Background: an optimization exercise with open tools, aiming at small area, a short achievable clock period and few clock cycles per item. Do not read the settings as production practice.
At most, simulation tests tie the RTL to the original design; equivalence was not proved.

==> 04-17 <==
==> flow/design.v <==
`default_nettype none
module ascon_perm_engine #(
    parameter int UNROLL  = 1,
    parameter int SLICE_W = 64
) (
    input  logic         clk,
    input  logic         rst,
    input  logic         in_valid_i,
    output logic         in_ready_o,
    input  logic [3:0]   rounds_i,
    input  logic [319:0] state_i,
    output logic         out_valid_o,
    input  logic         out_ready_i,
    output logic [319:0] state_o,
    output logic         busy_o
);
    localparam int W = 64;
    logic [319:0] st_q;        
    logic [3:0]   r_q;         
    logic         busy_q;      
    logic         valid_q;     
    logic         run_q;       
    logic         ld_q;        
    function automatic logic [W-1:0] ror(input logic [W-1:0] x, input int n);
        ror = (x >> n) | (x << (W - n));
    endfunction
    function automatic logic [319:0] half_a(input logic [319:0] s, input logic [7:0] c);
        logic [W-1:0] x0, x1, x2, x3, x4;
        logic [W-1:0] t0, t1, t2, t3, t4;
        x0 = s[4*W +: W];
        x1 = s[3*W +: W];
        x2 = s[2*W +: W];
        x3 = s[1*W +: W];
        x4 = s[0*W +: W];
        x2 = x2 ^ {{(W-8){1'b0}}, c};
        x0 = x0 ^ x4;
        x4 = x4 ^ x3;
        x2 = x2 ^ x1;
        t0 = ~x0 & x1;
        t1 = ~x1 & x2;
        t2 = ~x2 & x3;
        t3 = ~x3 & x4;
        t4 = ~x4 & x0;
        x0 = x0 ^ t1;
        x1 = x1 ^ t2;
        x2 = x2 ^ t3;
        x3 = x3 ^ t4;
        x4 = x4 ^ t0;
        x1 = x1 ^ x0;
        x0 = x0 ^ x4;
        x3 = x3 ^ x2;
        x2 = ~x2;
        half_a = {x0, x1, x2, x3, x4};
    endfunction
    function automatic logic [319:0] lin(input logic [319:0] s);
        logic [W-1:0] x0, x1, x2, x3, x4;
        x0 = s[4*W +: W];
        x1 = s[3*W +: W];
        x2 = s[2*W +: W];
        x3 = s[1*W +: W];
        x4 = s[0*W +: W];
        x0 = x0 ^ ror(x0, 19) ^ ror(x0, 28);
        x1 = x1 ^ ror(x1, 61) ^ ror(x1, 39);
        x2 = x2 ^ ror(x2, 1)  ^ ror(x2, 6);
        x3 = x3 ^ ror(x3, 10) ^ ror(x3, 17);
        x4 = x4 ^ ror(x4, 7)  ^ ror(x4, 41);
        lin = {x0, x1, x2, x3, x4};
    endfunction
    logic [319:0] l_q;         
    logic         dlv;         
    logic         acc;         
    logic [3:0]   r0;          
    logic [3:0]   r_d;
    logic [319:0] a_in;
    always_comb begin
        l_q  = lin(st_q);
        dlv  = valid_q & out_ready_i;
        in_ready_o = ~busy_q | dlv;
        acc  = in_valid_i & in_ready_o;
        r0   = ((rounds_i == 4'd0) || (rounds_i > 4'd12)) ? 4'd0 : 4'd12 - rounds_i;
        r_d  = run_q ? r_q + 4'd1 : r0;
        a_in[319:160] = run_q ? l_q[319:160] : state_i[319:160];
        a_in[159:0]   = ld_q  ? state_i[159:0] : l_q[159:0];
    end
    always_ff @(posedge clk) begin
        if (rst) begin
            busy_q  <= 1'b0;
            valid_q <= 1'b0;
            run_q   <= 1'b0;
            ld_q    <= 1'b1;
        end else if (acc) begin
            busy_q  <= 1'b1;
            valid_q <= (r0 == 4'd11);
            run_q   <= (r0 != 4'd11);
            ld_q    <= (r0 == 4'd11);
        end else if (dlv) begin
            busy_q  <= 1'b0;
            valid_q <= 1'b0;
        end else if (run_q) begin
            valid_q <= (r_q == 4'd10);
            run_q   <= (r_q != 4'd10);
            ld_q    <= (r_q == 4'd10);
        end
    end
    always_ff @(posedge clk) begin
        if (~valid_q | out_ready_i) begin
            st_q <= half_a(a_in, {~r_d, r_d});
            r_q  <= r_d;
        end
    end
    assign out_valid_o = valid_q;
    assign busy_o      = busy_q;
    assign state_o     = l_q;
endmodule
`default_nettype wire
==> flow/flow/run.sh <==
#!/bin/bash
# Own layout flow: the standard flow (standard synthesis script, floorplan,
# power grid, placement, CTS, routing) with three changes to how it is made:
#  - the 3-input XOR/XNOR cells are added to the platform's don't-use list, so
#    synthesis maps the linear layer to 2-input XORs, which take less area;
#  - ports are buffered with buf_1 instead of the default buffer choice;
#  - timing repair only resizes and swaps pins (no buffer trees or cloning).
# ORFS writes every tool's full log under orfs/logs/; make's own output goes
# to flow_make.log here.
set -euo pipefail
PLATFORM_DONT_USE="sky130_fd_sc_hd__probe_p_8 sky130_fd_sc_hd__probec_p_8 sky130_fd_sc_hd__lpflow_bleeder_1 sky130_fd_sc_hd__lpflow_clkbufkapwr_1 sky130_fd_sc_hd__lpflow_clkbufkapwr_16 sky130_fd_sc_hd__lpflow_clkbufkapwr_2 sky130_fd_sc_hd__lpflow_clkbufkapwr_4 sky130_fd_sc_hd__lpflow_clkbufkapwr_8 sky130_fd_sc_hd__lpflow_clkinvkapwr_1 sky130_fd_sc_hd__lpflow_clkinvkapwr_16 sky130_fd_sc_hd__lpflow_clkinvkapwr_2 sky130_fd_sc_hd__lpflow_clkinvkapwr_4 sky130_fd_sc_hd__lpflow_clkinvkapwr_8 sky130_fd_sc_hd__lpflow_decapkapwr_12 sky130_fd_sc_hd__lpflow_decapkapwr_3 sky130_fd_sc_hd__lpflow_decapkapwr_4 sky130_fd_sc_hd__lpflow_decapkapwr_6 sky130_fd_sc_hd__lpflow_decapkapwr_8 sky130_fd_sc_hd__lpflow_inputiso0n_1 sky130_fd_sc_hd__lpflow_inputiso0p_1 sky130_fd_sc_hd__lpflow_inputiso1n_1 sky130_fd_sc_hd__lpflow_inputiso1p_1 sky130_fd_sc_hd__lpflow_inputisolatch_1 sky130_fd_sc_hd__lpflow_isobufsrc_1 sky130_fd_sc_hd__lpflow_isobufsrc_16 sky130_fd_sc_hd__lpflow_isobufsrc_2 sky130_fd_sc_hd__lpflow_isobufsrc_4 sky130_fd_sc_hd__lpflow_isobufsrc_8 sky130_fd_sc_hd__lpflow_isobufsrckapwr_16 sky130_fd_sc_hd__lpflow_lsbuf_lh_hl_isowell_tap_1 sky130_fd_sc_hd__lpflow_lsbuf_lh_hl_isowell_tap_2 sky130_fd_sc_hd__lpflow_lsbuf_lh_hl_isowell_tap_4 sky130_fd_sc_hd__lpflow_lsbuf_lh_isowell_4 sky130_fd_sc_hd__lpflow_lsbuf_lh_isowell_tap_1 sky130_fd_sc_hd__lpflow_lsbuf_lh_isowell_tap_2 sky130_fd_sc_hd__lpflow_lsbuf_lh_isowell_tap_4"
XOR3="sky130_fd_sc_hd__xor3_1 sky130_fd_sc_hd__xor3_2 sky130_fd_sc_hd__xor3_4 sky130_fd_sc_hd__xnor3_1 sky130_fd_sc_hd__xnor3_2 sky130_fd_sc_hd__xnor3_4"
export BUFFER_PORTS_ARGS="-buffer_cell sky130_fd_sc_hd__buf_1"
export SETUP_MOVE_SEQUENCE="sizeup,swap"
export SKIP_GATE_CLONING=1
bash standard.sh "DONT_USE_CELLS=$PLATFORM_DONT_USE $XOR3" finish > flow_make.log 2>&1
==> flow/standard.sh <==
#!/bin/bash
# synth_recipe.tcl (not shown) runs the flow's synth.tcl, then flattens the netlist and writes it again
# the make line also repeats each setting of config.mk as NAME=value (left out here)
make -C /OpenROAD-flow-scripts/flow DESIGN_CONFIG=/design/flow/config.mk WORK_HOME=/design/flow/orfs CLKGATE_MAP_FILE= SYNTH_SCRIPT=/design/flow/synth_recipe.tcl "${@:-finish}"
==> flow/config.mk <==
export PLATFORM = sky130hd
export DESIGN_NAME = ascon_perm_engine
export DESIGN_NICKNAME = ascon_perm_engine
export VERILOG_FILES = /design/flow/design.v
export SDC_FILE = /design/flow/constraint.sdc
export NUM_CORES = 4
export LEC_CHECK = 0
export CAP_MARGIN = 20
export CORE_MARGIN = 2
export CORE_UTILIZATION = 40
export SETUP_SLACK_MARGIN = 1.8
export SLEW_MARGIN = 20
==> flow/constraint.sdc <==
create_clock -name core_clock -period 5.0 [get_ports {clk}]
set_input_delay 1.0000 -clock core_clock [delete_from_list [all_inputs] [get_ports {clk}]]
set_output_delay 1.0000 -clock core_clock [all_outputs]
set_load 0.01 [all_outputs]
==> inputs of 06-04, as changes to 04-17 <==
==> flow/design.v, changed modules only <==
module ascon_perm_engine #(
    parameter int UNROLL  = 1,
    parameter int SLICE_W = 64
) (
    input  logic         clk,
    input  logic         rst,
    input  logic         in_valid_i,
    output logic         in_ready_o,
    input  logic [3:0]   rounds_i,
    input  logic [319:0] state_i,
    output logic         out_valid_o,
    input  logic         out_ready_i,
    output logic [319:0] state_o,
    output logic         busy_o
);
    localparam int W = 64;
    logic [319:0] st_q;        
    logic [3:0]   r_q;         
    logic         busy_q;      
    logic         valid_q;     
    function automatic logic [W-1:0] ror(input logic [W-1:0] x, input int n);
        ror = (x >> n) | (x << (W - n));
    endfunction
    function automatic logic [319:0] round_f(input logic [319:0] s, input logic [7:0] c);
        logic [W-1:0] x0, x1, x2, x3, x4;
        logic [W-1:0] t0, t1, t2, t3, t4;
        x0 = s[4*W +: W];
        x1 = s[3*W +: W];
        x2 = s[2*W +: W];
        x3 = s[1*W +: W];
        x4 = s[0*W +: W];
        x2 = x2 ^ {{(W-8){1'b0}}, c};
        x0 = x0 ^ x4;
        x4 = x4 ^ x3;
        x2 = x2 ^ x1;
        t0 = ~x0 & x1;
        t1 = ~x1 & x2;
        t2 = ~x2 & x3;
        t3 = ~x3 & x4;
        t4 = ~x4 & x0;
        x0 = x0 ^ t1;
        x1 = x1 ^ t2;
        x2 = x2 ^ t3;
        x3 = x3 ^ t4;
        x4 = x4 ^ t0;
        x1 = x1 ^ x0;
        x0 = x0 ^ x4;
        x3 = x3 ^ x2;
        x2 = ~x2;
        x0 = x0 ^ ror(x0, 19) ^ ror(x0, 28);
        x1 = x1 ^ ror(x1, 61) ^ ror(x1, 39);
        x2 = x2 ^ ror(x2, 1)  ^ ror(x2, 6);
        x3 = x3 ^ ror(x3, 10) ^ ror(x3, 17);
        x4 = x4 ^ ror(x4, 7)  ^ ror(x4, 41);
        round_f = {x0, x1, x2, x3, x4};
    endfunction
    logic         run;         
    logic         dlv;         
    logic         acc;         
    logic [3:0]   r0;          
    logic [3:0]   r_d;
    logic [319:0] rin;
    always_comb begin
        run  = busy_q & ~valid_q;
        dlv  = valid_q & out_ready_i;
        in_ready_o = ~busy_q | dlv;
        acc  = in_valid_i & in_ready_o;
        r0   = ((rounds_i == 4'd0) || (rounds_i > 4'd12)) ? 4'd0 : 4'd12 - rounds_i;
        r_d  = run ? r_q + 4'd1 : r0;
        rin  = run ? st_q : state_i;
    end
    always_ff @(posedge clk) begin
        if (rst) begin
            busy_q  <= 1'b0;
            valid_q <= 1'b0;
        end else if (acc) begin
            busy_q  <= 1'b1;
            valid_q <= (r0 == 4'd11);
        end else if (dlv) begin
            busy_q  <= 1'b0;
            valid_q <= 1'b0;
        end else if (run) begin
            valid_q <= (r_q == 4'd10);
        end
    end
    always_ff @(posedge clk) begin
        if (~valid_q | out_ready_i) begin
            st_q <= round_f(rin, {~r_d, r_d});
            r_q  <= r_d;
        end
    end
    assign out_valid_o = valid_q;
    assign busy_o      = busy_q;
    assign state_o     = st_q;
endmodule
==> flow/flow/run.sh (replaced) <==
#!/bin/bash
# Own layout flow: the standard flow (standard synthesis, floorplan, power
# grid, placement, CTS, routing) with two changes to how it is made:
#  - ports are buffered with buf_2 instead of the default buffer choice;
#  - timing repair only resizes and swaps pins (no buffer trees or cloning).
# ORFS writes every tool's full log under orfs/logs/; make's own output goes
# to flow_make.log here.
set -euo pipefail
export BUFFER_PORTS_ARGS="-buffer_cell sky130_fd_sc_hd__buf_2"
export SETUP_MOVE_SEQUENCE="sizeup,swap"
export SKIP_GATE_CLONING=1
bash standard.sh finish > flow_make.log 2>&1
Settings changed: SETUP_SLACK_MARGIN 1.8 to 1.5.
==> notes <==
Sequential share of layout area: 04-17 is higher than 06-04 (4.9 points). In 04-17 the first-iteration DRC count is smaller than in 06-04, by 12%. Against 04-17, the clock skew of 06-04 is higher by 0.0027 ns. Between 04-17 and 06-04, the lower hold slack is in 04-17 (gap 0.041 ns). Of 06-04 and 04-17, 06-04 has the higher synthesized cell count (gap about 9%, measured against 04-17).
Testbench counts of 04-17, summed over its fixed seeds: cycles 11,884, items 1,280.
No functional check of the RTL was part of 06-04.

[re-timing with driven ports]
How much do the figures lean on ideal ports? The routed layouts below were timed once more, with nothing changed but the port constraints. Step 1: set_driving_cell puts a clkbuf_16 on clk and a buf_2 on each other input, an assumption about the parent block. Step 2 moves the port delays by t, midway between the first and last clock arrival at a register: inputs arrive t later, outputs are due t later. That takes back most of the time a late clock gives input paths. a / b / c = ideal / step 1 / step 2; a / b = the first two.
| run | shift t [ns] | setup slack, ns | clock arrival spread, ns | slew at the worst register clock pin (ns) | worst data-port slew with drivers (ns) |
|---|---|---|---|---|---|
| 04-17 | 0.639 | 1.724 / 1.657 / 1.333 | 0.015 / 0.016 | 0.06 / 0.06 | 0.08 |
| 06-04 | 0.648 | 1.400 / 1.400 / 0.982 | 0.018 / 0.018 | 0.06 / 0.06 | 0.08 |
After both steps every run listed still meets setup and hold. The setup slack of 06-04, which loses most, moves by 0.000 ns with the drivers and by -0.418 ns with both steps.
